This is an optimization exercise on Yosys and OpenROAD, whose aim is small area, a short achievable clock period and few clock cycles, not a production implementation.
Only simulation tests tie the RTL to the original design; equivalence was not proved.

==> flow/design.v <==
package raster_pkg;
    typedef logic signed [32-1:0] fix_t;
    typedef logic [$clog2(320 > 240 ? 320 : 240)-1:0] coord_t;
    typedef logic [$clog2(8 + 1)-1:0] count_t;
    typedef logic [6-1:0] addr_t;
    localparam fix_t FIX_ONE = fix_t'(1) <<< 16;
    localparam addr_t REG_CTRL     = 6'h00;
    localparam addr_t REG_STATUS   = 6'h04;
    localparam addr_t REG_V0X      = 6'h08;
    localparam addr_t REG_V0Y      = 6'h0C;
    localparam addr_t REG_V1X      = 6'h10;
    localparam addr_t REG_V1Y      = 6'h14;
    localparam addr_t REG_V2X      = 6'h18;
    localparam addr_t REG_V2Y      = 6'h1C;
    localparam addr_t REG_FRAG_POS = 6'h20;
    localparam addr_t REG_FRAG_L0  = 6'h24;
    localparam addr_t REG_FRAG_L1  = 6'h28;
    localparam addr_t REG_FRAG_L2  = 6'h2C;
    localparam addr_t REG_FRAG_POP = 6'h30;
endpackage
`timescale 1ns/1ps
module raster_top (
    input  logic                clk_i,
    input  logic                nrst_i,
    input  raster_pkg::addr_t   s_awaddr_i,
    input  logic                s_awvalid_i,
    output logic                s_awready_o,
    input  logic [31:0]         s_wdata_i,
    input  logic                s_wvalid_i,
    output logic                s_wready_o,
    output logic                s_bvalid_o,
    input  logic                s_bready_i,
    input  raster_pkg::addr_t   s_araddr_i,
    input  logic                s_arvalid_i,
    output logic                s_arready_o,
    output logic [31:0]         s_rdata_o,
    output logic                s_rvalid_o,
    input  logic                s_rready_i
);
    function automatic logic [47:0] rca48(input logic [47:0] a, input logic [47:0] b, input logic ci);
        logic c;
        c = ci;
        for (int i = 0; i < 48; i++) begin
            rca48[i] = a[i] ^ b[i] ^ c;
            c = (a[i] & b[i]) | (a[i] & c) | (b[i] & c);
        end
    endfunction
    function automatic logic [32:0] rca33(input logic [32:0] a, input logic [32:0] b, input logic ci);
        logic c;
        c = ci;
        for (int i = 0; i < 33; i++) begin
            rca33[i] = a[i] ^ b[i] ^ c;
            c = (a[i] & b[i]) | (a[i] & c) | (b[i] & c);
        end
    endfunction
    function automatic logic [31:0] rca32(input logic [31:0] a, input logic [31:0] b, input logic ci);
        logic c;
        c = ci;
        for (int i = 0; i < 32; i++) begin
            rca32[i] = a[i] ^ b[i] ^ c;
            c = (a[i] & b[i]) | (a[i] & c) | (b[i] & c);
        end
    endfunction
    function automatic logic [16:0] rca17(input logic [16:0] a, input logic [16:0] b, input logic ci);
        logic c;
        c = ci;
        for (int i = 0; i < 17; i++) begin
            rca17[i] = a[i] ^ b[i] ^ c;
            c = (a[i] & b[i]) | (a[i] & c) | (b[i] & c);
        end
    endfunction
    function automatic logic slt16(input logic [15:0] a, input logic [15:0] b);
        logic [16:0] d;
        d = rca17({a[15], a}, ~{b[15], b}, 1'b1);
        slt16 = d[16];
    endfunction
    localparam logic [31:0] ONE = 32'h0001_0000;
    logic [31:0] vx0, vy0, vx1, vy1, vx2, vy2;
    logic        bvalid_q, rvalid_q, rpend_q;
    logic [3:0]  rpaddr_q;
    logic [31:0] rdata_q;
    logic        start_q, pop_q, vwr_q;
    logic        busy_q, culled_q, fast_q, fresh_q, cdone_q, cullr_q;
    logic        walk_q, tval_q, krdy_q, tdrdy_q;
    logic [3:0]  cnt_q, skip_q;
    logic        headv_q;
    logic [5:0]  pcnt_q;
    logic        cpv_q;           
    logic [8:0]  cx_q, cy_q;
    logic [17:0] pp_q;            
    logic        ppv_q;
    logic [2:0]  qrp_q, nq_q;     
    logic [8:0]  sx_q, sy_q, hx_q, hy_q;
    logic [47:0] t0_q, t1_q, td1_q;
    logic [37:0] k1_q, k3_q;
    logic [42:0] td0_q;
    logic [31:0] hl0_q, hl1_q;
    localparam logic [4:0] Q_IDLE = 5'd0,  Q_DET1 = 5'd1,  Q_DET2 = 5'd2,  Q_CCHK = 5'd3,
                           Q_S1   = 5'd4,  Q_S2   = 5'd5,  Q_S3   = 5'd6,  Q_SCHK = 5'd7,
                           Q_E0A  = 5'd8,  Q_E0B  = 5'd9,  Q_E1A  = 5'd10, Q_E1B  = 5'd11,
                           Q_WAITR = 5'd12, Q_T0P = 5'd13, Q_T1P  = 5'd14, Q_K1P  = 5'd15,
                           Q_K3P  = 5'd16, Q_D0A  = 5'd17, Q_D0B  = 5'd18, Q_TD0P = 5'd19,
                           Q_D1A  = 5'd20, Q_D1B  = 5'd21, Q_TD1P = 5'd22, Q_DONE = 5'd23,
                           Q_POS  = 5'd24;
    logic [4:0]  seq_q;
    logic        rc_q;           
    logic        first_q;        
    logic [1:0]  chunk_q;
    logic [47:0] acc_q;
    localparam logic [1:0] D_IDLE = 2'd0, D_ITER = 2'd1, D_RDY = 2'd3;
    logic [1:0]  dst_q;
    logic [31:0] r_q;       
    logic [5:0]  dcnt_q;
    logic        dsign_q;
    logic [15:0] ix0, ix1, ix2, iy0, iy1, iy2;
    logic [15:0] ixmin, ixmax, iymin, iymax;
    logic        lx01, lx02, lx12, ly01, ly02, ly12;
    logic [8:0]  bx0, bx1, by0, by1;
    logic [16:0] xspan, yspan;
    logic        fast_c, inrange;
    assign ix0 = vx0[31:16]; assign ix1 = vx1[31:16]; assign ix2 = vx2[31:16];
    assign iy0 = vy0[31:16]; assign iy1 = vy1[31:16]; assign iy2 = vy2[31:16];
    assign lx01 = slt16(ix0, ix1); assign lx02 = slt16(ix0, ix2); assign lx12 = slt16(ix1, ix2);
    assign ly01 = slt16(iy0, iy1); assign ly02 = slt16(iy0, iy2); assign ly12 = slt16(iy1, iy2);
    assign ixmin = lx01 ? (lx02 ? ix0 : ix2) : (lx12 ? ix1 : ix2);
    assign ixmax = lx01 ? (lx12 ? ix2 : ix1) : (lx02 ? ix2 : ix0);
    assign iymin = ly01 ? (ly02 ? iy0 : iy2) : (ly12 ? iy1 : iy2);
    assign iymax = ly01 ? (ly12 ? iy2 : iy1) : (ly02 ? iy2 : iy0);
    function automatic logic [8:0] clampi(input logic [15:0] v, input logic [8:0] lm1);
        if (v[15]) clampi = 9'd0;
        else if (v > {7'd0, lm1}) clampi = lm1;
        else clampi = v[8:0];
    endfunction
    assign bx0 = clampi(ixmin, 9'd319);
    assign bx1 = clampi(ixmax, 9'd319);
    assign by0 = clampi(iymin, 9'd239);
    assign by1 = clampi(iymax, 9'd239);
    assign xspan = rca17({ixmax[15], ixmax}, ~{ixmin[15], ixmin}, 1'b1);
    assign yspan = rca17({iymax[15], iymax}, ~{iymin[15], iymin}, 1'b1);
    assign fast_c = (xspan < 17'd32) && (yspan < 17'd32) && !ixmax[15] && !iymax[15]
                    && (ixmin[15] || ixmin < 16'd320) && (iymin[15] || iymin < 16'd240);
    assign inrange = (vx0[31] == vx0[30]) && (vy0[31] == vy0[30]) && (vx1[31] == vx1[30])
                     && (vy1[31] == vy1[30]) && (vx2[31] == vx2[30]) && (vy2[31] == vy2[30]);
    logic        prod;           
    logic [3:0]  asel, bsel;
    logic [2:0]  vsel;
    logic [31:0] opa, opb;
    logic [47:0] opv;
    always_comb begin
        prod = 1'b1;
        asel = 4'd0; bsel = 4'd0; vsel = 3'd0;
        case (seq_q)
            Q_DET1: begin asel = 4'd0; bsel = 4'd0; vsel = 3'd0; end   
            Q_DET2: begin asel = 4'd1; bsel = 4'd1; vsel = 3'd4; end   
            Q_S1:   begin asel = 4'd3; bsel = 4'd4; vsel = 3'd0; end   
            Q_S2:   begin asel = 4'd4; bsel = 4'd5; vsel = 3'd4; end   
            Q_S3:   begin asel = 4'd1; bsel = 4'd6; vsel = 3'd4; end   
            Q_E0A:  begin asel = 4'd0; bsel = 4'd2; vsel = 3'd0; end   
            Q_E0B:  begin asel = 4'd1; bsel = 4'd3; vsel = 3'd4; end   
            Q_E1A:  begin asel = 4'd2; bsel = 4'd2; vsel = 3'd0; end   
            Q_E1B:  begin asel = 4'd3; bsel = 4'd3; vsel = 3'd4; end   
            Q_T0P:  begin asel = 4'd5; bsel = 4'd7; vsel = 3'd0; end   
            Q_T1P:  begin asel = 4'd6; bsel = 4'd7; vsel = 3'd0; end   
            Q_K1P:  begin asel = 4'd0; bsel = 4'd7; vsel = 3'd0; end   
            Q_K3P:  begin asel = 4'd2; bsel = 4'd7; vsel = 3'd0; end   
            Q_D0A:  begin asel = 4'd1; bsel = 4'd9; vsel = 3'd0; end   
            Q_D0B:  begin asel = 4'd0; bsel = 4'd8; vsel = 3'd4; end   
            Q_TD0P: begin asel = 4'd7; bsel = 4'd7; vsel = 3'd0; end   
            Q_D1A:  begin asel = 4'd3; bsel = 4'd9; vsel = 3'd0; end   
            Q_D1B:  begin asel = 4'd2; bsel = 4'd8; vsel = 3'd4; end   
            Q_TD1P: begin asel = 4'd8; bsel = 4'd7; vsel = 3'd0; end   
            Q_POS:  begin asel = 4'd9; bsel = wslot[0] ? 4'd10 : 4'd9; vsel = 3'd0; end   
            default: prod = 1'b0;
        endcase
    end
    logic [31:0] ap, aq;
    always_comb begin
        ap = vy1; aq = vy2;
        case (asel)
            4'd0: begin ap = vy1; aq = vy2; end    
            4'd1: begin ap = vx2; aq = vx1; end    
            4'd2: begin ap = vy2; aq = vy0; end    
            4'd3: begin ap = vx0; aq = vx2; end    
            4'd4: begin ap = vx1; aq = vx0; end    
            default: ;
        endcase
    end
    logic [31:0] adiff;
    assign adiff = rca32(ap, ~aq, 1'b1);
    always_comb begin
        case (asel)
            4'd5: opa = t0_q[47:16];
            4'd6: opa = t1_q[47:16];
            4'd7: opa = td0_q[31:0];
            4'd8: opa = td1_q[31:0];
            4'd9: opa = {14'd0, pp_q};
            default: opa = adiff;
        endcase
    end
    logic [31:0] bp, bq;
    logic        bsub;
    always_comb begin
        bp = vx0; bq = vx2; bsub = 1'b1;
        case (bsel)
            4'd0: begin bp = vx0; bq = vx2; bsub = 1'b1; end
            4'd1: begin bp = vy0; bq = vy2; bsub = 1'b1; end
            4'd2: begin bp = {7'd0, sx_q, 16'd0}; bq = vx2; bsub = 1'b1; end
            4'd3: begin bp = {7'd0, sy_q, 16'd0}; bq = vy2; bsub = 1'b1; end
            4'd4: begin bp = vy0; bq = vy2; bsub = 1'b0; end
            4'd5: begin bp = vy1; bq = vy0; bsub = 1'b0; end
            4'd6: begin bp = vy2; bq = vy1; bsub = 1'b0; end
            default: ;
        endcase
    end
    logic [31:0] bsum;
    logic [9:0]  bwd;
    assign bsum = rca32(bp, bsub ? ~bq : bq, bsub);
    assign bwd = {1'b0, bx0} - {1'b0, bx1};
    always_comb begin
        case (bsel)
            4'd7: opb = r_q;
            4'd8: opb = {{22{bwd[9]}}, bwd};
            4'd9: opb = 32'd1;
            4'd10: opb = 32'h0004_0000;
            default: opb = bsum;
        endcase
    end
    always_comb begin
        opv = (vsel != 3'd0) ? td1_q : 48'd0;
    end
    logic        nz1, nz2, nz3;
    logic [1:0]  hib, cur;
    logic [8:0]  win;
    logic        last;
    assign nz1 = !((opb[15:7] == 9'h000) || (opb[15:7] == 9'h1FF));
    assign nz2 = !((opb[23:15] == 9'h000) || (opb[23:15] == 9'h1FF));
    assign nz3 = !((opb[31:23] == 9'h000) || (opb[31:23] == 9'h1FF));
    assign hib = nz3 ? 2'd3 : nz2 ? 2'd2 : nz1 ? 2'd1 : 2'd0;
    assign cur = first_q ? hib : chunk_q;
    always_comb begin
        case (cur)
            2'd0: win = {opb[7:0], 1'b0};
            2'd1: win = opb[15:7];
            2'd2: win = opb[23:15];
            default: win = opb[31:23];
        endcase
    end
    assign last = (cur == 2'd0);
    function automatic logic [34:0] brow(input logic [31:0] a, input logic [2:0] w, input logic flip);
        logic one, two, neg;
        logic [33:0] mag;
        one = w[0] ^ w[1];
        two = (w[2] & !w[1] & !w[0]) | (!w[2] & w[1] & w[0]);
        neg = (w[2] & !(w[1] & w[0])) ^ flip;
        mag = one ? {{2{a[31]}}, a} : two ? {a[31], a, 1'b0} : 34'd0;
        brow = {neg, mag ^ {34{neg}}};
    endfunction
    logic rflip;
    assign rflip = (bsel == 4'd7) && dsign_q && (r_q != 32'h8000_0000);
    logic [34:0] br0, br1, br2, br3;
    logic [3:0]  negs;
    logic [47:0] rows0, r1, r2, r3;
    assign br0 = brow(opa, win[2:0], rflip);
    assign br1 = brow(opa, win[4:2], rflip);
    assign br2 = brow(opa, win[6:4], rflip);
    assign br3 = brow(opa, win[8:6], rflip);
    assign negs = {br3[34], br2[34], br1[34], br0[34]};
    assign rows0 = {br0[33] ? 15'h7FAB : 15'h7FAC, br0[32:0]};
    assign r1 = {12'd0, !br1[33], br1[32:0], 1'b0, negs[0]};
    assign r2 = {10'd0, !br2[33], br2[32:0], 1'b0, negs[1], 2'd0};
    assign r3 = {8'd0, !br3[33], br3[32:0], 1'b0, negs[2], 4'd0};
    logic [47:0] ash, vadd;
    assign ash = first_q ? {40'd0, 1'b0, negs[3], 6'd0} : {acc_q[39:0], 1'b0, negs[3], 6'd0};
    assign vadd = last ? opv : 48'd0;
    logic [47:0] s1a, c1a, s1b, c1b, s2, c2, s3, c3, acc_n;
    always_comb begin
        s1a = rows0 ^ r1 ^ r2;
        c1a = ((rows0 & r1) | (rows0 & r2) | (r1 & r2)) << 1;
        s1b = r3 ^ ash ^ vadd;
        c1b = ((r3 & ash) | (r3 & vadd) | (ash & vadd)) << 1;
        s2 = s1a ^ c1a ^ s1b;
        c2 = ((s1a & c1a) | (s1a & s1b) | (c1a & s1b)) << 1;
        s3 = s2 ^ c2 ^ c1b;
        c3 = ((s2 & c2) | (s2 & c1b) | (c2 & c1b)) << 1;
    end
    assign acc_n = rca48(s3, c3, 1'b0);
    logic pdone;                 
    assign pdone = prod && last;
    logic [47:0] acc_tr;         
    assign acc_tr = {acc_n[47:16], 16'd0};
    logic [31:0] det;
    assign det = acc_q[47:16];
    logic [32:0] dx, dy, ddiff;
    always_comb begin
        dx = {1'b0, k3_q[31:0]}; dy = {1'b0, k1_q[31:0]};
        if (seq_q == Q_CCHK) begin dx = 33'd0; dy = {det[31], det}; end
    end
    assign ddiff = rca33(dx, ~dy, 1'b1);
    logic [31:0] adet;
    assign adet = det[31] ? ddiff[31:0] : det;
    logic [4:0]  dp;
    logic [15:0] h16; logic [7:0] h8; logic [3:0] h4; logic [1:0] h2;
    assign dp[4] = |adet[31:16]; assign h16 = dp[4] ? adet[31:16] : adet[15:0];
    assign dp[3] = |h16[15:8];   assign h8 = dp[3] ? h16[15:8] : h16[7:0];
    assign dp[2] = |h8[7:4];     assign h4 = dp[2] ? h8[7:4] : h8[3:0];
    assign dp[1] = |h4[3:2];     assign h2 = dp[1] ? h4[3:2] : h4[1:0];
    assign dp[0] = h2[1];
    logic        dpw2;
    assign dpw2 = (adet == (32'd1 << dp));
    logic amb, cull_fast;
    assign amb = (det == 32'h0000_0000) || (det == 32'hFFFF_FFFF) || (det == 32'hFFFF_FFFE)
                 || (det == 32'hFFFF_FFFD) || (det == 32'h8000_0000) || (det == 32'h7FFF_FFFF)
                 || (det == 32'h7FFF_FFFE) || (det == 32'h7FFF_FFFD);
    assign cull_fast = !ddiff[31];
    logic [31:0] l0, l1, l2;
    logic        cov, at_xend, at_end, evalp, move_ok, isnew, full, proc, park, adv, inc;
    logic [3:0]  cnt_e, cnt_n, skip_d;
    logic        hv_e, cap_h, rewind;
    logic [4:0]  rel, rel_n;
    assign l0 = t0_q[47:16];
    assign l1 = t1_q[47:16];
    assign l2 = rca32(l0, l1, 1'b0);
    assign cov = !l0[31] && !l1[31] && (l2[31] ? ((l2[30:17] != 14'd0) || (l2[16] && (l2[15:0] != 16'd0)))
                                               : ((l2[30:17] == 14'd0) && (!l2[16] || (l2[15:0] == 16'd0))));
    assign at_xend = (sx_q == bx1);
    assign at_end = at_xend && (sy_q == by1);
    assign evalp = walk_q && tval_q && (krdy_q || !fast_q);
    assign move_ok = at_end || !fast_q || !at_xend || tdrdy_q;
    assign cnt_e = cnt_q - {3'd0, pop_q};
    assign hv_e = headv_q && !pop_q;
    assign isnew = cov && (skip_q == 4'd0);
    assign full = isnew && (cnt_e == 4'd8);
    assign rel = {1'b0, cnt_e} - {1'b0, skip_q};
    assign proc = evalp && !full;
    assign park = cov && (rel == 5'd1) && hv_e && (pcnt_q != 6'd63);
    assign adv = proc && !park && move_ok;
    assign inc = proc && isnew;
    assign cap_h = proc && cov && (rel == 5'd0) && !hv_e;
    assign cnt_n = cnt_e + {3'd0, inc};
    assign skip_d = skip_q + {3'd0, inc} - {3'd0, adv && cov};
    assign rel_n = {1'b0, cnt_n} - {1'b0, skip_d};
    logic        push, at_c, rw_fast, rw_slow, qtake, pcancel;
    logic [2:0]  wslot, qnext;
    logic [3:0]  wsum;
    logic [17:0] qold;
    assign push = !fast_q && inc && (rel != 5'd0) && (rel != 5'd1);
    assign at_c = proc && cov && (rel == 5'd1);
    assign wsum = {1'b0, qrp_q} + {1'b0, nq_q};
    assign wslot = (wsum >= 4'd6) ? wsum[2:0] - 3'd6 : wsum[2:0];
    assign qnext = (qrp_q == 3'd5) ? 3'd0 : qrp_q + 3'd1;
    always_comb begin
        case (qrp_q)
            3'd0: qold = k1_q[17:0];
            3'd1: qold = k1_q[35:18];
            3'd2: qold = k3_q[17:0];
            3'd3: qold = k3_q[35:18];
            3'd4: qold = td0_q[17:0];
            default: qold = td0_q[35:18];
        endcase
    end
    assign qtake = pop_q && !fast_q && (nq_q != 3'd0);                
    assign pcancel = pop_q && !fast_q && (nq_q == 3'd0) && ppv_q;      
    assign rw_fast = fast_q && pop_q && headv_q && !cap_h && !rel_n[4] && (rel_n != 5'd0);
    assign rw_slow = !fast_q && pop_q && !cap_h && (cnt_n != 4'd0);
    assign rewind = rw_fast || rw_slow;
    logic        tstep;
    logic [47:0] t0_step, t1_step;
    assign tstep = adv && !at_end && fast_q;
    assign t0_step = rca48(t0_q, !tstep ? 48'd0 : at_xend ? {{5{td0_q[42]}}, td0_q} : {{10{k1_q[37]}}, k1_q}, 1'b0);
    assign t1_step = rca48(t1_q, !tstep ? 48'd0 : at_xend ? td1_q : {{10{k3_q[37]}}, k3_q}, 1'b0);
    logic wr, rd, head_wait;
    logic [31:0] rmux, fmux;
    logic [3:0]  ra;
    logic arbsy_q, awrdy_q, arrdy_q;
    assign s_awready_o = awrdy_q;
    assign s_wready_o = awrdy_q;
    assign s_arready_o = arrdy_q;
    assign s_bvalid_o = bvalid_q;
    assign s_rvalid_o = rvalid_q;
    assign s_rdata_o = rdata_q;
    assign wr = s_awvalid_i && s_wvalid_i && awrdy_q;
    assign rd = s_arvalid_i && arrdy_q;
    assign head_wait = (cnt_q != 4'd0) && !headv_q;
    logic [31:0] hl2;
    assign hl2 = rca32(~hl0_q, ~hl1_q, 1'b1) + 32'h0001_0001;
    logic [31:0] pos;
    assign pos = {(cnt_q != 4'd0), 6'd0, hy_q, 7'd0, hx_q};
    always_comb begin
        case (rpaddr_q)
            4'd2: fmux = vx0;
            4'd3: fmux = vy0;
            4'd4: fmux = vx1;
            4'd5: fmux = vy1;
            4'd6: fmux = vx2;
            4'd7: fmux = vy2;
            4'd8: fmux = pos;
            4'd9: fmux = hl0_q;
            4'd10: fmux = hl1_q;
            default: fmux = hl2;
        endcase
    end
    assign ra = s_araddr_i[5:2];
    always_comb begin
        if (ra[3]) begin
            if (ra[2]) rmux = 32'd0;
            else case (ra[1:0])
                2'd0: rmux = pos;
                2'd1: rmux = hl0_q;
                2'd2: rmux = hl1_q;
                default: rmux = hl2;
            endcase
        end else rmux = (ra[2:0] == 3'd1) ? {20'd0, cnt_q, 6'd0, culled_q, busy_q} : 32'd0;
    end
    logic pwait, rslow;
    assign pwait = (rpaddr_q[3:2] == 2'b10) && head_wait;
    assign rslow = (!ra[3] && (ra[2] || ra[1])) || (ra[3:2] == 2'b10 && head_wait);
    always_ff @(posedge clk_i or negedge nrst_i) begin
        if (!nrst_i) begin
            bvalid_q <= 1'b0;
            rvalid_q <= 1'b0;
            arbsy_q <= 1'b0;
            awrdy_q <= 1'b0;
            arrdy_q <= 1'b0;
            rpend_q <= 1'b0;
            start_q <= 1'b0;
            pop_q <= 1'b0;
            vwr_q <= 1'b0;
        end else begin
            if (wr) bvalid_q <= 1'b1;
            else if (s_bready_i) bvalid_q <= 1'b0;
            awrdy_q <= !(wr || (bvalid_q && !s_bready_i));
            arrdy_q <= !(rd || (arbsy_q && !(!rpend_q && rvalid_q && s_rready_i)));
            start_q <= wr && (s_awaddr_i[5:2] == 4'd0) && s_wdata_i[0];
            pop_q <= wr && (s_awaddr_i[5:2] == 4'd12) && (cnt_q != 4'd0);
            vwr_q <= wr && !s_awaddr_i[5] && (s_awaddr_i[4] || s_awaddr_i[3]);
            if (rd) begin
                arbsy_q <= 1'b1;
                if (rslow) rpend_q <= 1'b1;
                else rvalid_q <= 1'b1;
            end else if (rpend_q) begin
                if (!pwait) begin
                    rpend_q <= 1'b0;
                    rvalid_q <= 1'b1;
                end
            end else if (rvalid_q && s_rready_i) begin
                rvalid_q <= 1'b0;
                arbsy_q <= 1'b0;
            end
        end
    end
    always_ff @(posedge clk_i) begin
        if (!arbsy_q) begin
            rdata_q <= rmux;
            rpaddr_q <= ra;
        end else if (rpend_q && !pwait) rdata_q <= fmux;
        if (wr) begin
            case (s_awaddr_i[5:2])
                4'd2: vx0 <= s_wdata_i;
                4'd3: vy0 <= s_wdata_i;
                4'd4: vx1 <= s_wdata_i;
                4'd5: vy1 <= s_wdata_i;
                4'd6: vx2 <= s_wdata_i;
                4'd7: vy2 <= s_wdata_i;
                default: ;
            endcase
        end
    end
    logic go, restart, cull_now, cull_ev, rrdy;
    assign rrdy = (dst_q == D_RDY) || (dst_q == D_ITER && dcnt_q == 6'd1);
    assign go = start_q && !busy_q;
    assign restart = vwr_q || (go && !fresh_q);
    assign cull_ev = ((seq_q == Q_CCHK) && inrange && !amb) || (seq_q == Q_SCHK);
    assign cull_now = (seq_q == Q_CCHK) ? cull_fast : !acc_q[47];
    always_ff @(posedge clk_i or negedge nrst_i) begin
        if (!nrst_i) begin
            busy_q <= 1'b0;
            culled_q <= 1'b0;
            fast_q <= 1'b0;
            fresh_q <= 1'b0;
            cdone_q <= 1'b0;
            cullr_q <= 1'b0;
            walk_q <= 1'b0;
            tval_q <= 1'b0;
            krdy_q <= 1'b0;
            tdrdy_q <= 1'b0;
            cnt_q <= 4'd0;
            skip_q <= 4'd0;
            headv_q <= 1'b0;
            pcnt_q <= 6'd0;
            cpv_q <= 1'b0;
            ppv_q <= 1'b0;
            qrp_q <= 3'd0;
            nq_q <= 3'd0;
            seq_q <= Q_IDLE;
            rc_q <= 1'b0;
            first_q <= 1'b1;
            chunk_q <= 2'd0;
            dst_q <= D_IDLE;
        end else begin
            if (prod) begin
                if (last) first_q <= 1'b1;
                else begin
                    first_q <= 1'b0;
                    chunk_q <= cur - 2'd1;
                end
            end
            case (seq_q)
                Q_DET2: if (pdone) seq_q <= Q_CCHK;
                Q_CCHK: begin
                    if (!inrange || amb) seq_q <= Q_S1;
                    else seq_q <= cull_fast ? Q_IDLE : Q_E0A;
                    if (adet[31:16] == 16'd0) fast_q <= 1'b0;
                end
                Q_S3: if (pdone) seq_q <= Q_SCHK;
                Q_SCHK: seq_q <= cull_now ? Q_IDLE : Q_E0A;
                Q_E1B: if (pdone) seq_q <= (rrdy || rc_q) ? Q_T0P : Q_WAITR;
                Q_WAITR: if (rrdy) seq_q <= Q_T0P;
                Q_T1P: if (pdone) begin
                    tval_q <= 1'b1;
                    seq_q <= !fast_q ? Q_DONE : rc_q ? Q_D1A : Q_K1P;
                end
                Q_K3P: if (pdone) begin
                    krdy_q <= 1'b1;
                    seq_q <= Q_D0A;
                end
                Q_TD1P: if (pdone) begin
                    tdrdy_q <= 1'b1;
                    seq_q <= Q_DONE;
                end
                Q_POS: if (pdone) seq_q <= Q_DONE;
                Q_DONE: if (ppv_q && !pcancel) seq_q <= Q_POS;
                else if (walk_q && !tval_q && !rewind) begin
                    seq_q <= Q_E0A;
                    rc_q <= 1'b1;
                    if (fast_q) tdrdy_q <= 1'b0;
                end
                Q_IDLE: ;
                default: if (pdone) seq_q <= seq_q + 5'd1;
            endcase
            if ((rewind && rc_q && seq_q != Q_IDLE && seq_q != Q_POS) || (pcancel && seq_q == Q_POS)) begin
                seq_q <= Q_DONE;
                first_q <= 1'b1;
            end
            if (cull_ev) begin
                cdone_q <= 1'b1;
                cullr_q <= cull_now;
            end
            case (dst_q)
                D_IDLE: if (seq_q == Q_CCHK) dst_q <= (det == 32'd0) ? D_RDY : D_ITER;
                D_ITER: if (dcnt_q == 6'd1) dst_q <= D_RDY;
                default: ;
            endcase
            cnt_q <= cnt_n;
            if (cap_h) headv_q <= 1'b1;
            else if (pop_q) headv_q <= 1'b0;
            if (evalp && park) begin
                if (pcnt_q != 6'd63) pcnt_q <= pcnt_q + 6'd1;
            end else pcnt_q <= 6'd0;
            if (at_c) cpv_q <= 1'b1;
            else if (pop_q) cpv_q <= qtake || pcancel;
            if (push) ppv_q <= 1'b1;
            else if (pcancel || (seq_q == Q_POS && pdone)) ppv_q <= 1'b0;
            if (qtake) qrp_q <= qnext;
            if (qtake && !(seq_q == Q_POS && pdone)) nq_q <= nq_q - 3'd1;
            else if (!qtake && seq_q == Q_POS && pdone) nq_q <= nq_q + 3'd1;
            if (rewind) begin
                skip_q <= cpv_q ? cnt_n : cnt_n + 4'd1;
                walk_q <= 1'b1;
                tval_q <= 1'b0;        
            end else begin
                skip_q <= skip_d;
                if (adv) begin
                    if (at_end) begin
                        walk_q <= 1'b0;
                        if (skip_d == 4'd0) busy_q <= 1'b0;
                    end else if (!fast_q) tval_q <= 1'b0;
                end
            end
            if (busy_q && cull_ev && cull_now) begin
                busy_q <= 1'b0;
                culled_q <= 1'b1;
                walk_q <= 1'b0;
            end
            if (restart) begin
                seq_q <= Q_DET1;
                rc_q <= 1'b0;
                first_q <= 1'b1;
                dst_q <= D_IDLE;
                tval_q <= 1'b0;
                krdy_q <= 1'b0;
                tdrdy_q <= 1'b0;
                cdone_q <= 1'b0;
                fast_q <= fast_c;
                fresh_q <= 1'b1;
                walk_q <= 1'b0;
            end
            if (go) begin
                fresh_q <= 1'b0;
                cnt_q <= 4'd0;
                skip_q <= 4'd0;
                cpv_q <= 1'b0;
                ppv_q <= 1'b0;
                qrp_q <= 3'd0;
                nq_q <= 3'd0;
                headv_q <= 1'b0;
                if (fresh_q && ((cdone_q && cullr_q) || (cull_ev && cull_now))) begin
                    busy_q <= 1'b0;
                    culled_q <= 1'b1;
                    walk_q <= 1'b0;
                end else begin
                    busy_q <= 1'b1;
                    culled_q <= 1'b0;
                    walk_q <= 1'b1;
                end
            end
        end
    end
    always_ff @(posedge clk_i) begin
        acc_q <= acc_n;         
        t0_q <= (pdone && (seq_q == Q_E0B || seq_q == Q_T0P)) ? acc_n : t0_step;
        t1_q <= (pdone && (seq_q == Q_E1B || seq_q == Q_T1P)) ? acc_n : t1_step;
    end
    always_ff @(posedge clk_i) begin
        if (restart) begin
            sx_q <= bx0;
            sy_q <= by0;
        end else begin
            if (at_c) begin
                cx_q <= sx_q;
                cy_q <= sy_q;
            end else if (qtake) begin
                cx_q <= qold[17:9];
                cy_q <= qold[8:0];
            end else if (pcancel) begin
                cx_q <= pp_q[17:9];
                cy_q <= pp_q[8:0];
            end
            if (push) pp_q <= {sx_q, sy_q};
            if (seq_q == Q_POS && pdone) begin
                case (wslot)
                    3'd0: k1_q[17:0] <= acc_n[17:0];
                    3'd1: k1_q[35:18] <= acc_n[35:18];
                    3'd2: k3_q[17:0] <= acc_n[17:0];
                    3'd3: k3_q[35:18] <= acc_n[35:18];
                    3'd4: td0_q[17:0] <= acc_n[17:0];
                    default: td0_q[35:18] <= acc_n[35:18];
                endcase
            end
            if (rewind) begin
                sx_q <= cpv_q ? cx_q : hx_q;
                sy_q <= cpv_q ? cy_q : hy_q;
            end else begin
                if (adv && !at_end) begin
                    if (at_xend) begin
                        sx_q <= bx0;
                        sy_q <= sy_q + 9'd1;
                    end else sx_q <= sx_q + 9'd1;
                end
            end
            if (pdone) begin
                case (seq_q)
                    Q_DET1, Q_S1, Q_S2, Q_E0A, Q_E1A: td1_q <= acc_tr;
                    Q_D0A, Q_D1A, Q_D1B, Q_TD1P: td1_q <= acc_n;
                    Q_D0B, Q_TD0P: td0_q <= acc_n[42:0];
                    Q_K1P: k1_q <= acc_n[37:0];
                    Q_K3P: k3_q <= acc_n[37:0];
                    default: ;
                endcase
            end
            if (cap_h) begin
                hx_q <= sx_q; hy_q <= sy_q;
                hl0_q <= l0; hl1_q <= l1;
            end
            if (seq_q == Q_CCHK) begin
                k1_q[31:0] <= adet;
                k3_q[31:0] <= dpw2 ? 32'd0 : 32'd2 << dp;
                dcnt_q <= 6'd32 - {1'b0, dp};
                dsign_q <= det[31];
                r_q <= {31'd0, dpw2};
            end else if (dst_q == D_ITER) begin
                k3_q[31:0] <= (ddiff[32] ? k3_q[31:0] : ddiff[31:0]) << 1;
                r_q <= {r_q[30:0], !ddiff[32]};
                dcnt_q <= dcnt_q - 6'd1;
            end
        end
    end
endmodule
==> flow/flow/run.sh <==
#!/bin/bash
# Own flow: the standard layout (standard.sh, unchanged synthesis) with
# two changes: port buffers are buf_2 instead of the default delay buffer,
# and the timing repair steps improve every path whose slack is below the
# margin, so the paths from the inputs and to the outputs get sized too.
set -o pipefail
export BUFFER_PORTS_ARGS="-buffer_cell sky130_fd_sc_hd__buf_2"
export SETUP_SLACK_MARGIN=174.6
bash standard.sh > standard.log 2>&1
==> flow/standard.sh <==
#!/bin/bash
# synth_recipe.tcl (not shown) runs the flow's synth.tcl, then flattens the netlist and writes it again
# the make line also repeats each setting of config.mk as NAME=value (left out here)
make -C /OpenROAD-flow-scripts/flow DESIGN_CONFIG=/design/flow/config.mk WORK_HOME=/design/flow/orfs CLKGATE_MAP_FILE= SYNTH_SCRIPT=/design/flow/synth_recipe.tcl "${@:-finish}"
==> flow/config.mk <==
export PLATFORM = sky130hd
export DESIGN_NAME = raster_top
export DESIGN_NICKNAME = raster_top
export VERILOG_FILES = /design/flow/design.v
export SDC_FILE = /design/flow/constraint.sdc
export NUM_CORES = 8
export LEC_CHECK = 0
export ABC_AREA = 1
export ABC_CLOCK_PERIOD_IN_PS = 40000
export CAP_MARGIN = 20
export CELL_PAD_IN_SITES_DETAIL_PLACEMENT = 1
export CELL_PAD_IN_SITES_GLOBAL_PLACEMENT = 2
export CORE_MARGIN = 2
export CORE_UTILIZATION = 35
export CTS_CLUSTER_DIAMETER = 150
export CTS_CLUSTER_SIZE = 16
export GPL_ROUTABILITY_DRIVEN = 1
export SLEW_MARGIN = 20
==> flow/constraint.sdc <==
create_clock -name core_clock -period 220.0 [get_ports {clk_i}]
set_input_delay 44.0000 -clock core_clock [delete_from_list [all_inputs] [get_ports {clk_i}]]
set_output_delay 44.0000 -clock core_clock [all_outputs]
set_load 0.01 [all_outputs]
==> results of run 1 <==
-- final cells by class --
cell class / count / area [µm²]
diodes: 2 / 5.00
fillers: 20700 / 108000
flip-flops and latches: 767 / 21300
multi-input cells: 5106 / 34600
clock buffers: 95 / 1510
repair inverters: 1 / 7.51
repair buffers: 262 / 1780
inverters: 1169 / 4430
well taps: 2325 / 2910
clock inverters: 5 / 80.1
-- metrics by stage --
step | util (%) | cells | instance area, µm² | worst slack [ns]
global placement | 37.3 | 9621 | 64900 | 172.36
detailed placement | 37.3 | 9621 | 64900 | 172.32
CTS | 38.2 | 9727 | 66600 | 174.43
global route | 38.3 | 9730 | 66700 | 174.41
finish | 38.3 | 9732 | 66700 | 174.48
floorplan | - | 7412 | 61600 | 174.30
-- per-layer routing --
metal	wire length, µm	global-route usage, %
met1	136000	47.7
met4	25800	23.2
met5	55	0
met3	22700	5.29
met2	149000	57.6
-- layout by cell type, fill, tap and decap left out, types with 13 or more instances in the layout --
cell	instances
nand2_1	1268
inv_1	1101
o21ai_0	846
edfxtp_1	570
nor2_1	500
fa_1	454
o22ai_1	332
a21oi_1	237
nand3_1	232
xor2_1	213
buf_4	179
dfxtp_1	144
a221oi_1	112
o211ai_1	109
ha_1	94
buf_2	81
o21ai_1	74
a211oi_1	72
nand4_1	62
nor3_1	57
clkbuf_16	54
dfrtp_1	52
o2111ai_1	41
clkbuf_1	41
a22oi_1	36
nor4_1	36
inv_2	35
o221ai_1	31
xnor2_1	31
nor2_2	28
a31oi_1	25
clkinv_1	23
nand2_2	20
o32ai_1	17
or2_2	16
nor2_4	14
nor3_2	13
-- cells by family after synthesis --
family	Yosys count	share of synthesized area (%)
simple gates	2282	15.5
compound gates	2026	19.8
buf+inv	1539	9.68
flops	767	34.7
fa+ha+maj	548	16.7
xor+xnor	248	3.59
mux	2	0.0366
-- worst max-delay path by stage --
stage,to,slack (ns),depth (start not counted)
2_1_floorplan,vx0[0],174.30,2
3_3_place_gp,rdata_q[8],172.36,8
3_5_place_dp,rdata_q[8],172.32,8
4_1_cts,s_rdata_o[26],174.43,1
5_1_grt,s_rdata_o[26],174.41,1
6_report,s_rdata_o[26],174.48,1
-- timing repair --
item / CTS / global route
pin swaps: 1 / 0
cloned: 1 / 0
resized for setup: 26 / 4
setup endpoints to repair: 36 / 10
setup buffers: 5 / 2
-- flip-flops by register name (all words and copies together), names as in the netlist, 38 cells and up --
register  flops
td1_q        48
t1_q         48
t0_q         48
k1_q         38
td0_q        43
k3_q         38
acc_q        48
==> metrics.md, run 1 <==
| Metric | Value |
|---|---|
| Synth Instances | `7412` |
| RSZ-0062 raised after global routing | `true` |
| TritonCTS Buffers | `54` |
| Vias in the first global route | `58400` |
| Vias per cell | `5.96` |
| Syn_nets | `8011` |
| Remaining antenna violation count | `0` |
| CP Launch Type | `flip-flop` |
| GRT Resource Usage Total | `36.8%` |
| Largest cells by area after synthesis | `edfxtp_1 28%, fa_1 15%, nand2_1 7.8%, o21ai_0 7.0%, inv_1 6.8%` |
| Yosys warns | `1` |
| Yosys top cell by area | `edfxtp_1` |
| Family with the most delay on the worst path | `flip-flops` |
| CTS Sinks | `around 770` |
| GRT overflow | `0` |
| Reg2reg end | `t0_q[47]` |
| Initial core utilization | `35.3%` |
| Post-synth EDFFs | `570` |
| Share of post-route cells with drive strength above 1 | `6.87%` |
| Worst slew margin | `17.9%` |
| CP Cell Sequence | `buf_2` |
| DRC | `0` |
| Syn_area_per_cell | `8.30 µm²` |
| Netlist cell types | `roughly 70` |
| Die Ht | `between 400 and 500 µm` |
| # Max-Cap Violations | `0` |
| Cell Area, Synth | `0.0615 mm²` |
| Most numerous cell in the Yosys netlist | `nand2_1` |
| DP HPWL | `263000 µm` |
| Clock transition at path regs | `0.08 ns` |
| Main synth FF type | `edfxtp_1` |
| DIE AREA | `0.179 mm²` |
| Skew-Pair Late Insertion Delay | `0.76 ns` |
| Worst Hold Class | `flip-flop to flip-flop` |
| Setup Viol. Count Final | `0` |
| Clock Tree Buf Depth | `3` |
| WS Path Type | `flip-flop to primary output` |
| WHS Path Cells | `1` |
| Maximum operating frequency | `0.0220 GHz` |
| Worst setup EP type | `primary output` |
| IO buf count | `83` |
| FF-to-FF setup slack | `176.50 ns` |
| Core Region | `0.174 mm²` |
| Share of the yosys chip area belonging to registers | `34.7%` |
| Root Buffer | `clkbuf_16` |
| Overall routed net length | `~330000 µm` |
| Sum Neg Setup Slack | `0 ns` |
| Wire per inst | `approximately 34 µm` |
| RD Place Congestion | `0.963` |
| Fin nets | `7960` |
| Final min period | `45.52 ns` |
| Row count | `153` |
| Worst Max-Slew Pin Slew | `between 1 and 1.5 ns` |
| Fin. Hold Viols | `0` |
| Worst path slowest cell | `edfxtp_1` |
| DR pass1 iterations | `6` |
| FF-to-FF Start | `seq_q[0]` |
| Worst setup path startpoint | `rdata_q[26]` |
| Area delta synth->final | `8.40%` |
| CP Buf/Inv Count | `1` |
| Hold Startpoint | `pcnt_q[0]` |
| Min Hold Slack | `0.466 ns` |
| Final Slew Violations | `0` |
| Final period util | `20.7%` |
| Clock skew | `roughly 0.040 ns` |
| Antenna violations before repair | `12` |
| I/O pins | `between 80 and 90` |
| #FFs+latches synth | `767` |
| Worst EP required | `around 180 ns` |
| CTS tree | `built` |
| Hold EP | `pcnt_q[0]` |
| H-tree level count | `2` |
| Crit path DAT | `approximately 1.5 ns` |
| Synth async-reset ratio | `6.91%` |
| Area share of the largest cell type after synthesis | `27.8%` |
| # hold bufs at CTS | `0` |
| Routed via count | `around 58000` |
| Status | `no timing/DRC/antenna violations` |
| Crit-path max FO | `1` |
| Max stage delay on crit path | `around 0.57 ns` |
| DRT iter0 DRCs | `6061` |
| Global-route wire length before repair | `468000 µm` |
| Reg2reg path depth | `approximately 140` |
| Top cells by count, synth | `1279 x nand2_1, 1110 x inv_1, 855 x o21ai_0, 570 x edfxtp_1, 513 x nor2_1` |
| Die Wd | `around 420 µm` |
| Largest net degree at the start of global routing | `96` |
Testbench counts, summed over its fixed seeds: cycles 33,452.
==> run 2: changes to the inputs <==
--- a/flow/design.v
+++ b/flow/design.v
@@ -77,7 +77,7 @@
     localparam logic [31:0] ONE = 32'h0001_0000;
     logic [31:0] vx0, vy0, vx1, vy1, vx2, vy2;
     logic        bvalid_q, rvalid_q, rpend_q;
-    logic [3:0]  rpaddr_q;
+    logic [2:0]  rpaddr_q;
     logic [31:0] rdata_q;
     logic        start_q, pop_q, vwr_q;
     logic        busy_q, culled_q, fast_q, fresh_q, cdone_q, cullr_q;
@@ -368,7 +368,7 @@
     assign tstep = adv && !at_end && fast_q;
     assign t0_step = rca48(t0_q, !tstep ? 48'd0 : at_xend ? {{5{td0_q[42]}}, td0_q} : {{10{k1_q[37]}}, k1_q}, 1'b0);
     assign t1_step = rca48(t1_q, !tstep ? 48'd0 : at_xend ? td1_q : {{10{k3_q[37]}}, k3_q}, 1'b0);
-    logic wr, rd, head_wait;
+    logic wr, rd;
     logic [31:0] rmux, fmux;
     logic [3:0]  ra;
     logic arbsy_q, awrdy_q, arrdy_q;
@@ -380,23 +380,18 @@
     assign s_rdata_o = rdata_q;
     assign wr = s_awvalid_i && s_wvalid_i && awrdy_q;
     assign rd = s_arvalid_i && arrdy_q;
-    assign head_wait = (cnt_q != 4'd0) && !headv_q;
     logic [31:0] hl2;
     assign hl2 = rca32(~hl0_q, ~hl1_q, 1'b1) + 32'h0001_0001;
     logic [31:0] pos;
     assign pos = {(cnt_q != 4'd0), 6'd0, hy_q, 7'd0, hx_q};
     always_comb begin
         case (rpaddr_q)
-            4'd2: fmux = vx0;
-            4'd3: fmux = vy0;
-            4'd4: fmux = vx1;
-            4'd5: fmux = vy1;
-            4'd6: fmux = vx2;
-            4'd7: fmux = vy2;
-            4'd8: fmux = pos;
-            4'd9: fmux = hl0_q;
-            4'd10: fmux = hl1_q;
-            default: fmux = hl2;
+            3'd2: fmux = vx0;
+            3'd3: fmux = vy0;
+            3'd4: fmux = vx1;
+            3'd5: fmux = vy1;
+            3'd6: fmux = vx2;
+            default: fmux = vy2;
         endcase
     end
     assign ra = s_araddr_i[5:2];
@@ -411,9 +406,9 @@
             endcase
         end else rmux = (ra[2:0] == 3'd1) ? {20'd0, cnt_q, 6'd0, culled_q, busy_q} : 32'd0;
     end
-    logic pwait, rslow;
-    assign pwait = (rpaddr_q[3:2] == 2'b10) && head_wait;
-    assign rslow = (!ra[3] && (ra[2] || ra[1])) || (ra[3:2] == 2'b10 && head_wait);
+    logic rslow, hw_d;
+    assign rslow = !ra[3] && (ra[2] || ra[1]);
+    assign hw_d = (cnt_n != 4'd0) && !(cap_h || (headv_q && !pop_q));
     always_ff @(posedge clk_i or negedge nrst_i) begin
         if (!nrst_i) begin
             bvalid_q <= 1'b0;
@@ -429,7 +424,7 @@
             if (wr) bvalid_q <= 1'b1;
             else if (s_bready_i) bvalid_q <= 1'b0;
             awrdy_q <= !(wr || (bvalid_q && !s_bready_i));
-            arrdy_q <= !(rd || (arbsy_q && !(!rpend_q && rvalid_q && s_rready_i)));
+            arrdy_q <= !(rd || hw_d || (arbsy_q && !(!rpend_q && rvalid_q && s_rready_i)));
             start_q <= wr && (s_awaddr_i[5:2] == 4'd0) && s_wdata_i[0];
             pop_q <= wr && (s_awaddr_i[5:2] == 4'd12) && (cnt_q != 4'd0);
             vwr_q <= wr && !s_awaddr_i[5] && (s_awaddr_i[4] || s_awaddr_i[3]);
@@ -438,10 +433,8 @@
                 if (rslow) rpend_q <= 1'b1;
                 else rvalid_q <= 1'b1;
             end else if (rpend_q) begin
-                if (!pwait) begin
-                    rpend_q <= 1'b0;
-                    rvalid_q <= 1'b1;
-                end
+                rpend_q <= 1'b0;
+                rvalid_q <= 1'b1;
             end else if (rvalid_q && s_rready_i) begin
                 rvalid_q <= 1'b0;
                 arbsy_q <= 1'b0;
@@ -451,8 +444,8 @@
     always_ff @(posedge clk_i) begin
         if (!arbsy_q) begin
             rdata_q <= rmux;
-            rpaddr_q <= ra;
-        end else if (rpend_q && !pwait) rdata_q <= fmux;
+            rpaddr_q <= ra[2:0];
+        end else if (rpend_q) rdata_q <= fmux;
         if (wr) begin
             case (s_awaddr_i[5:2])
                 4'd2: vx0 <= s_wdata_i;
--- a/flow/config.mk
+++ b/flow/config.mk
@@ -11,7 +11,7 @@
 export CELL_PAD_IN_SITES_DETAIL_PLACEMENT = 1
 export CELL_PAD_IN_SITES_GLOBAL_PLACEMENT = 2
 export CORE_MARGIN = 2
-export CORE_UTILIZATION = 35
+export CORE_UTILIZATION = 45
 export CTS_CLUSTER_DIAMETER = 150
 export CTS_CLUSTER_SIZE = 16
 export GPL_ROUTABILITY_DRIVEN = 1
==> metrics.md, run 2 <==
| Metric | Value |
|---|---|
| Post-Synth XOR/XNOR Area | `3.33% (was 3.59%)` |
| Share of the yosys chip area belonging to registers | `34.9% (was 34.7%)` |
| Final Slew Violations | `0 (unchanged)` |
| WS Path Type | `input port to flip-flop (was flip-flop to primary output)` |
| Simple-Gate Fraction of Synth Area | `15.7% (was 15.5%)` |
| CTS tree | `built (unchanged)` |
| Overall routed net length | `287000 µm (was 334000 µm)` |
| Vias in the first global route | `56100 (was 58400)` |
| Worst slew margin | `22.1% (was 17.9%)` |
| Crit path to | `rdata_q[14] (was s_rdata_o[26])` |
| Commonest non-fill, non-tap cell in the layout | `nand2_1 (unchanged)` |
| Final setup margin | `174.55 ns (was 174.48 ns)` |
| Worst setup EP type | `flip-flop (was primary output)` |
| Worst setup path startpoint | `s_araddr_i[3] (was rdata_q[26])` |
| Most numerous cell in the Yosys netlist | `nand2_1 (unchanged)` |
| Synth Instances | `7299 (was 7412)` |
| Die Wd | `372 µm (was 423 µm)` |
| Global-route wire length before repair | `411000 µm (was 468000 µm)` |
| Netlist cell types | `81 (was 72)` |
| Yosys warns | `1 (unchanged)` |
| Final min period | `45.45 ns (was 45.52 ns)` |
| Status | `no timing/DRC/antenna violations (unchanged)` |
| Antenna violations before repair | `26 (was 12)` |
| RD Place Congestion | `1.01 (was 0.963)` |
| Final period util | `20.7% (about the same)` |
| GRT overflow | `0 (unchanged)` |
| Wire per inst | `31.8 µm (was 34.3 µm)` |
| Worst Max-Slew Pin Slew | `1.16 ns (was 1.22 ns)` |
| Adder-cell share of the synthesized area | `16.8% (was 16.7%)` |
| Crit path DAT | `45.87 ns (was 1.52 ns)` |
| # Max-Cap Violations | `0 (unchanged)` |
| Cell Area, Synth | `0.0609 mm² (was 0.0615 mm²)` |
| Worst EP required | `220.42 ns (was 176.00 ns)` |
| Core Region | `0.135 mm² (was 0.174 mm²)` |
| Area share of the largest cell type after synthesis | `28.0% (was 27.8%)` |
| #FFs+latches synth | `766 (was 767)` |
| Remaining antenna violation count | `0 (unchanged)` |
| GRT Resource Usage Total | `41.2% (was 36.8%)` |
| Pre-CTS setup slack | `173.33 ns (was 172.32 ns)` |
| Hold Startpoint | `pcnt_q[0] (unchanged)` |
| CP Launch Type | `input port (was flip-flop)` |
| Row count | `135 (was 153)` |
| Syn_area_per_cell | `8.35 µm² (was 8.30 µm²)` |
| Reg area | `0.0213 mm² (about the same)` |
| Synth async-reset ratio | `6.92% (was 6.91%)` |
| Mux share of post-synthesis cell area | `0.0349% (was 0.0366%)` |
| Fin nets | `7790 (was 7960)` |
| Setup Viol. Count Final | `0 (unchanged)` |
| Clock skew | `0.0591 ns (was 0.0396 ns)` |
| Core Util, Final | `48.2% (was 38.3%)` |
| Maximum operating frequency | `0.0220 GHz (about the same)` |
| Crit-path max FO | `39 (was 1)` |
| Fin. Hold Viols | `0 (unchanged)` |
| Vias per cell | `6.32 (was 5.96)` |
| Reg2reg path depth | `138 (was 139)` |
| Largest cells by area after synthesis | `edfxtp_1 28%, fa_1 15%, nand2_1 7.9%, inv_1 6.7%, o21ai_0 6.0% (was edfxtp_1 28%, fa_1 15%, nand2_1 7.8%, o21ai_0 7.0%, inv_1 6.8%)` |
| Fill count | `16100 (was 20700)` |
| CTS Sinks | `766 (was 767)` |
| RSZ-0062 raised after global routing | `true (unchanged)` |
| Post-synth EDFFs | `569 (was 570)` |
| DIE AREA | `0.138 mm² (was 0.179 mm²)` |
| Largest net degree at the start of global routing | `97 (was 96)` |
| Die Ht | `372 µm (was 423 µm)` |
| Worst Hold Class | `flip-flop to flip-flop (unchanged)` |
| DP HPWL | `222000 µm (was 263000 µm)` |
| DRT iter0 DRCs | `6901 (was 6061)` |
| Skew-Pair Late Insertion Delay | `0.75 ns (was 0.76 ns)` |
| Yosys top cell by area | `edfxtp_1 (unchanged)` |
| Routed via count | `57100 (was 58000)` |
| Clock transition at path regs | `0.09 ns (was 0.08 ns)` |
| DR pass1 iterations | `7 (was 6)` |
| Main synth FF type | `edfxtp_1 (unchanged)` |
| DRC | `0 (unchanged)` |
| Largest family of logic cells by synthesized area | `compound AO/OA/AOI/OAI gates (unchanged)` |
| FF-to-FF setup slack | `176.84 ns (was 176.50 ns)` |
| H-tree level count | `2 (unchanged)` |
| I/O pins | `88 (unchanged)` |
| Sum Neg Setup Slack | `0 ns (unchanged)` |
| Share of post-route cells with drive strength above 1 | `6.33% (was 6.87%)` |
| Area delta synth->final | `6.72% (was 8.40%)` |
| Most frequent cells in the layout | `1272 x nand2_1, 1085 x inv_1, 736 x o21ai_0 (was 1268 x nand2_1, 1101 x inv_1, 846 x o21ai_0)` |
| Top cells by count, synth | `1277 x nand2_1, 1092 x inv_1, 736 x o21ai_0, 569 x edfxtp_1, 496 x nor2_1 (was 1279 x nand2_1, 1110 x inv_1, 855 x o21ai_0, 570 x edfxtp_1, 513 x nor2_1)` |
| TritonCTS Buffers | `53 (was 54)` |
| Synth Area in Compound Gates | `19.5% (was 19.8%)` |
| Reg2reg end | `t1_q[47] (was t0_q[47])` |
| IO buf count | `83 (unchanged)` |
| Clock Tree Buf Depth | `3 (unchanged)` |
| Multi-input gate area | `0.0341 mm² (was 0.0346 mm²)` |
| Syn_nets | `7898 (was 8011)` |
| Root Buffer | `clkbuf_16 (unchanged)` |
| Initial core utilization | `45.2% (was 35.3%)` |
| FF-to-FF Start | `seq_q[2] (was seq_q[0])` |
-- run 2: cell count changes after synthesis, sizes merged, moves of 16 or more --
cell     previous run  this run
o21ai             930       841
inv              1146      1124
o221ai             32        48
o22ai             332       281
o211ai            110       147
nor2              542       515
o2111ai            41        21
a21oi             240       262
a22oi              38        18
clkbuf            266       299
-- run 2: kinds of logic after synthesis --
group                      count (synthesis)
muxes                                      2
DFF                                      766
adders and majority gates                548
xor gates and xnor gates                 228
and+or+nand+nor                         2276
AOI/OAI and AO/OA                       1955
buffers and inverters                   1524
-- run 2: worst min-delay path by stage --
| stage | endpoint | slack, ns | cells past startpoint |
|---|---|---|---|
| detailed placement | pcnt_q[0] | 0.46 | 1 |
| floorplan | pcnt_q[0] | 0.43 | 1 |
| CTS | pcnt_q[0] | 0.48 | 1 |
| global route | hy_q[8] | 0.51 | 0 |
| finish | pcnt_q[0] | 0.47 | 1 |
| global placement | pcnt_q[0] | 0.45 | 1 |
-- run 2: metal layers --
layer | track usage, % | up-vias | routed length, µm
li1 | - | 24600 | -
met1 | 55.8 | 28900 | 117000
met2 | 62.0 | 2950 | 125000
met3 | 7.86 | 632 | 26100
met4 | 22.9 | 16 | 18900
met5 | 0 | - | 135
-- run 2: critical path, stage by stage --
cell and delay [ns]:
buf_2 0.09, buf_6 0.31, nor2_1 0.10, buf_4 0.23, inv_1 0.14, nand2_1 0.10
o32ai_1 0.83
-- run 2: repair_timing --
item | in CTS | in global routing
endpoints found under the setup margin | 24 | 10
gates resized for setup | 5 | 5
hold buffers | 0 | 0
setup buffers | 0 | 3
pin swaps | 0 | 1
-- run 2: final cells by class --
cell class | instances | area share, %
multi-input cells | 5009 | 52.4
diodes | 13 | 0.0500
flip-flops and latches | 766 | 32.7
inverters | 1135 | 6.60
clock buffers | 97 | 2.31
well taps | 1781 | 3.43
repair buffers | 226 | 2.38
clock inverters | 3 | 0.102
-- run 2: stage by stage --
stage          hold WS (ns)  area (µm²)  std cells
3_5_place_dp          0.464       63300       8914
5_1_grt               0.507       65000       9022
3_3_place_gp          0.447       63300       8913
6_report              0.473       65000       9030
4_1_cts               0.476       64900       9014
2_1_floorplan         0.432       61100       7299
Testbench counts of run 2, summed over its fixed seeds: cycles 33,452.
==> run 3: changes to the inputs <==
--- a/flow/config.mk
+++ b/flow/config.mk
@@ -11,7 +11,7 @@
 export CELL_PAD_IN_SITES_DETAIL_PLACEMENT = 1
 export CELL_PAD_IN_SITES_GLOBAL_PLACEMENT = 2
 export CORE_MARGIN = 2
-export CORE_UTILIZATION = 45
+export CORE_UTILIZATION = 35
 export CTS_CLUSTER_DIAMETER = 150
 export CTS_CLUSTER_SIZE = 16
 export GPL_ROUTABILITY_DRIVEN = 1
==> metrics.md, run 3 <==
| Metric | Value |
|---|---|
| Crit path DAT | `1.48 ns (was 45.87 ns)` |
| I/O pins | `88 (unchanged)` |
| WP depth | `1 (was 7)` |
| Global-route wire length before repair | `438000 µm (was 411000 µm)` |
| Sum Neg Setup Slack | `0 ns (unchanged)` |
| Worst Hold Class | `flip-flop to flip-flop (unchanged)` |
| Worst setup path startpoint | `rdata_q[5] (was s_araddr_i[3])` |
| Most frequent cells in the layout | `1272 x nand2_1, 1083 x inv_1, 733 x o21ai_0 (was 1272 x nand2_1, 1085 x inv_1, 736 x o21ai_0)` |
| Worst setup EP type | `primary output (was flip-flop)` |
| Netlist cell types | `81 (unchanged)` |
| Syn_nets | `7898 (unchanged)` |
| Clock transition at path regs | `0.08 ns (was 0.09 ns)` |
| Main synth FF type | `edfxtp_1 (unchanged)` |
| Worst Max-Slew Pin Slew | `1.28 ns (was 1.16 ns)` |
| Final min period | `45.48 ns (was 45.45 ns)` |
| Multi-input gate area | `0.0341 mm² (about the same)` |
| Fill count | `20600 (was 16100)` |
| CP Cell Sequence | `buf_2 (was buf_2, buf_6, nor2_1, buf_4, inv_1, nand2_1, o32ai_1)` |
| Top cells by count, synth | `1277 x nand2_1, 1092 x inv_1, 736 x o21ai_0, 569 x edfxtp_1, 496 x nor2_1 (unchanged)` |
| Reg2reg path depth | `141 (was 138)` |
| Root Buffer | `clkbuf_16 (unchanged)` |
| CTS Sinks | `766 (unchanged)` |
| DP HPWL | `240000 µm (was 222000 µm)` |
| RSZ-0062 raised after global routing | `true (unchanged)` |
| Worst slew margin | `14.9% (was 22.1%)` |
| TritonCTS Buffers | `53 (unchanged)` |
| Worst path slowest cell | `edfxtp_1 (was o32ai_1)` |
| Synth async-reset ratio | `6.92% (unchanged)` |
| Core Region | `0.173 mm² (was 0.135 mm²)` |
| Worst EP required | `176.00 ns (was 220.42 ns)` |
| Initial core utilization | `35.1% (was 45.2%)` |
| Fin. Hold Viols | `0 (unchanged)` |
| Vias in the first global route | `56000 (was 56100)` |
| Skew-Pair Late Insertion Delay | `0.78 ns (was 0.75 ns)` |
| Post-synth EDFFs | `569 (unchanged)` |
| Fin nets | `7805 (was 7790)` |
| Yosys warns | `1 (unchanged)` |
| WS Path Type | `flip-flop to primary output (was input port to flip-flop)` |
| Status | `no timing/DRC/antenna violations (unchanged)` |
| # Max-Cap Violations | `0 (unchanged)` |
| Final Slew Violations | `0 (unchanged)` |
| Vias per cell | `5.81 (was 6.32)` |
| DR pass1 iterations | `6 (was 7)` |
| Row count | `153 (was 135)` |
| H-tree level count | `2 (unchanged)` |
| Reg area | `0.0213 mm² (unchanged)` |
| Clock Tree Buf Depth | `3 (unchanged)` |
| Syn_area_per_cell | `8.35 µm² (unchanged)` |
| Share of post-route cells with drive strength above 1 | `6.48% (was 6.33%)` |
| Die Ht | `421 µm (was 372 µm)` |
| Postcts setup bufs | `0 (unchanged)` |
| # hold bufs at CTS | `0 (unchanged)` |
| Remaining antenna violation count | `0 (unchanged)` |
| CP Buf/Inv Count | `1 (was 4)` |
| Max stage delay on crit path | `0.53 ns (was 0.83 ns)` |
| RD Place Congestion | `0.949 (was 1.01)` |
| CP Launch Type | `flip-flop (was input port)` |
| GRT Resource Usage Total | `34.4% (was 41.2%)` |
| Crit-path max FO | `1 (was 39)` |
| Wire per inst | `32.5 µm (was 31.8 µm)` |
| Clock skew | `0.0538 ns (was 0.0591 ns)` |
| Area delta synth->final | `7.92% (was 6.72%)` |
| Largest cells by area after synthesis | `edfxtp_1 28%, fa_1 15%, nand2_1 7.9%, inv_1 6.7%, o21ai_0 6.0% (unchanged)` |
| Overall routed net length | `311000 µm (was 287000 µm)` |
| Yosys top cell by area | `edfxtp_1 (unchanged)` |
| FF-to-FF Start | `seq_q[0] (was seq_q[2])` |
| Maximum operating frequency | `0.0220 GHz (about the same)` |
| Family with the most delay on the worst path | `flip-flops (was compound AO/OA/AOI/OAI gates)` |
| GRT overflow | `0 (unchanged)` |
| Crit path to | `s_rdata_o[5] (was rdata_q[14])` |
| DRT iter0 DRCs | `5415 (was 6901)` |
| Commonest non-fill, non-tap cell in the layout | `nand2_1 (unchanged)` |
| Reg2reg end | `t0_q[47] (was t1_q[47])` |
| Routed via count | `55700 (was 57100)` |
| Cell Area, Synth | `0.0609 mm² (unchanged)` |
| Area share of the largest cell type after synthesis | `28.0% (unchanged)` |
| CTS tree | `built (unchanged)` |
| #FFs+latches synth | `766 (unchanged)` |
| Setup Viol. Count Final | `0 (unchanged)` |
| FF-to-FF setup slack | `176.80 ns (was 176.84 ns)` |
| DIE AREA | `0.177 mm² (was 0.138 mm²)` |
| DRC | `0 (unchanged)` |
| IO buf count | `83 (unchanged)` |
| Share of the yosys chip area belonging to registers | `34.9% (unchanged)` |
| Largest net degree at the start of global routing | `96 (was 97)` |
| Most numerous cell in the Yosys netlist | `nand2_1 (unchanged)` |
| Synth Instances | `7299 (unchanged)` |
| Die Wd | `421 µm (was 372 µm)` |
| Final period util | `20.7% (about the same)` |
| Antenna violations before repair | `13 (was 26)` |
run 3: cell count changes in the layout (fill, tap and decap cells not counted), sizes merged:
cell,previous run,this run
inv,1128,1126
buf,226,241
diode,13,7
clkbuf,97,96
clkinv,10,12
run 3: kinds of logic (layout without fill, tap and decap cells):
kind of cell / count (synthesis) / count (layout) / synth area share [%]
flops: 766 / 766 / 34.9
buf+inv: 1524 / 1475 / 9.65
mux: 2 / 2 / 0.0349
compound gates: 1955 / 1955 / 19.5
other cells: 0 / 7 / 0
fa+ha+maj: 548 / 548 / 16.8
simple gates: 2276 / 2276 / 15.7
xor+xnor: 228 / 228 / 3.33
run 3: worst min path at each step:
stage	to	from	cells past startpoint	slack, ns
6_report	pcnt_q[0]	pcnt_q[0]	1	0.48
5_1_grt	pcnt_q[0]	pcnt_q[0]	1	0.51
4_1_cts	pcnt_q[0]	pcnt_q[0]	1	0.49
3_5_place_dp	pcnt_q[0]	pcnt_q[0]	1	0.48
3_3_place_gp	pcnt_q[0]	pcnt_q[0]	1	0.45
2_1_floorplan	pcnt_q[0]	pcnt_q[0]	1	0.43
run 3: layer usage:
metal | GRT usage [%] | vias to the layer above | wire length [µm]
li1 | - | 24600 | -
met1 | 46.0 | 28500 | 132000
met2 | 54.8 | 2035 | 141000
met3 | 4.01 | 516 | 17700
met4 | 18.0 | 4 | 19500
met5 | 0 | - | 21
run 3: repair_timing:
| action | CTS | global route |
|---|---|---|
| endpoints found under the hold margin | 0 | 0 |
| endpoints found under the setup margin | 20 | 11 |
| gates cloned | 0 | 0 |
| resized for setup | 3 | 3 |
run 3: cell type report:
type,count,area share [%]
timing repair buffer,241,2.50
sequential,766,32.4
inverter,1135,6.52
antenna,7,0.0266
tap,2325,4.42
clock buffer,96,2.26
multi-input combinational,5009,51.8
clock inverter,3,0.101
run 3: stage by stage:
| stage | utilization (%) | setup slack (ns) | instance area (µm²) | hold WS, ns | instances |
|---|---|---|---|---|---|
| 2_1_floorplan | - | 174.23 | 61100 | 0.432 | 7299 |
| 3_3_place_gp | 37.0 | 173.50 | 64200 | 0.448 | 9476 |
| 3_5_place_dp | 37.0 | 173.50 | 64200 | 0.475 | 9476 |
| 4_1_cts | 37.9 | 174.45 | 65700 | 0.486 | 9575 |
| 5_1_grt | 37.9 | 174.51 | 65800 | 0.509 | 9576 |
| 6_report | 37.9 | 174.52 | 65800 | 0.476 | 9582 |

==> separate check: timing with driven ports <==
In the flow no input, the clock included, has a driving cell. The finished layouts below were timed again as built, in two steps. Step 1 sets driving cells, clkbuf_16 on the clock port and buf_2 on the other inputs (assumed; they add their load-dependent delay and slew). Step 2 moves the port delays by t, midway between the first and last clock arrival at a register: inputs arrive t later, outputs are due t later. That takes back most of the time a late clock gives input paths. Three values: ideal ports, drivers, drivers and shift; two values: the first two.
run | t (ns) | slack for setup (ns) | pins driven straight from the clock port
run 1 | 0.839 | 174.478 / 174.384 / 173.713 | 1
run 2 | 0.803 | 174.554 / 174.519 / 173.808 | 1
run 3 | 0.846 | 174.521 / 174.428 / 173.914 | 1
After both steps every run listed still meets setup and hold. The setup slack of run 1, which loses most, moves by -0.094 ns with the drivers and by -0.765 ns with both steps.
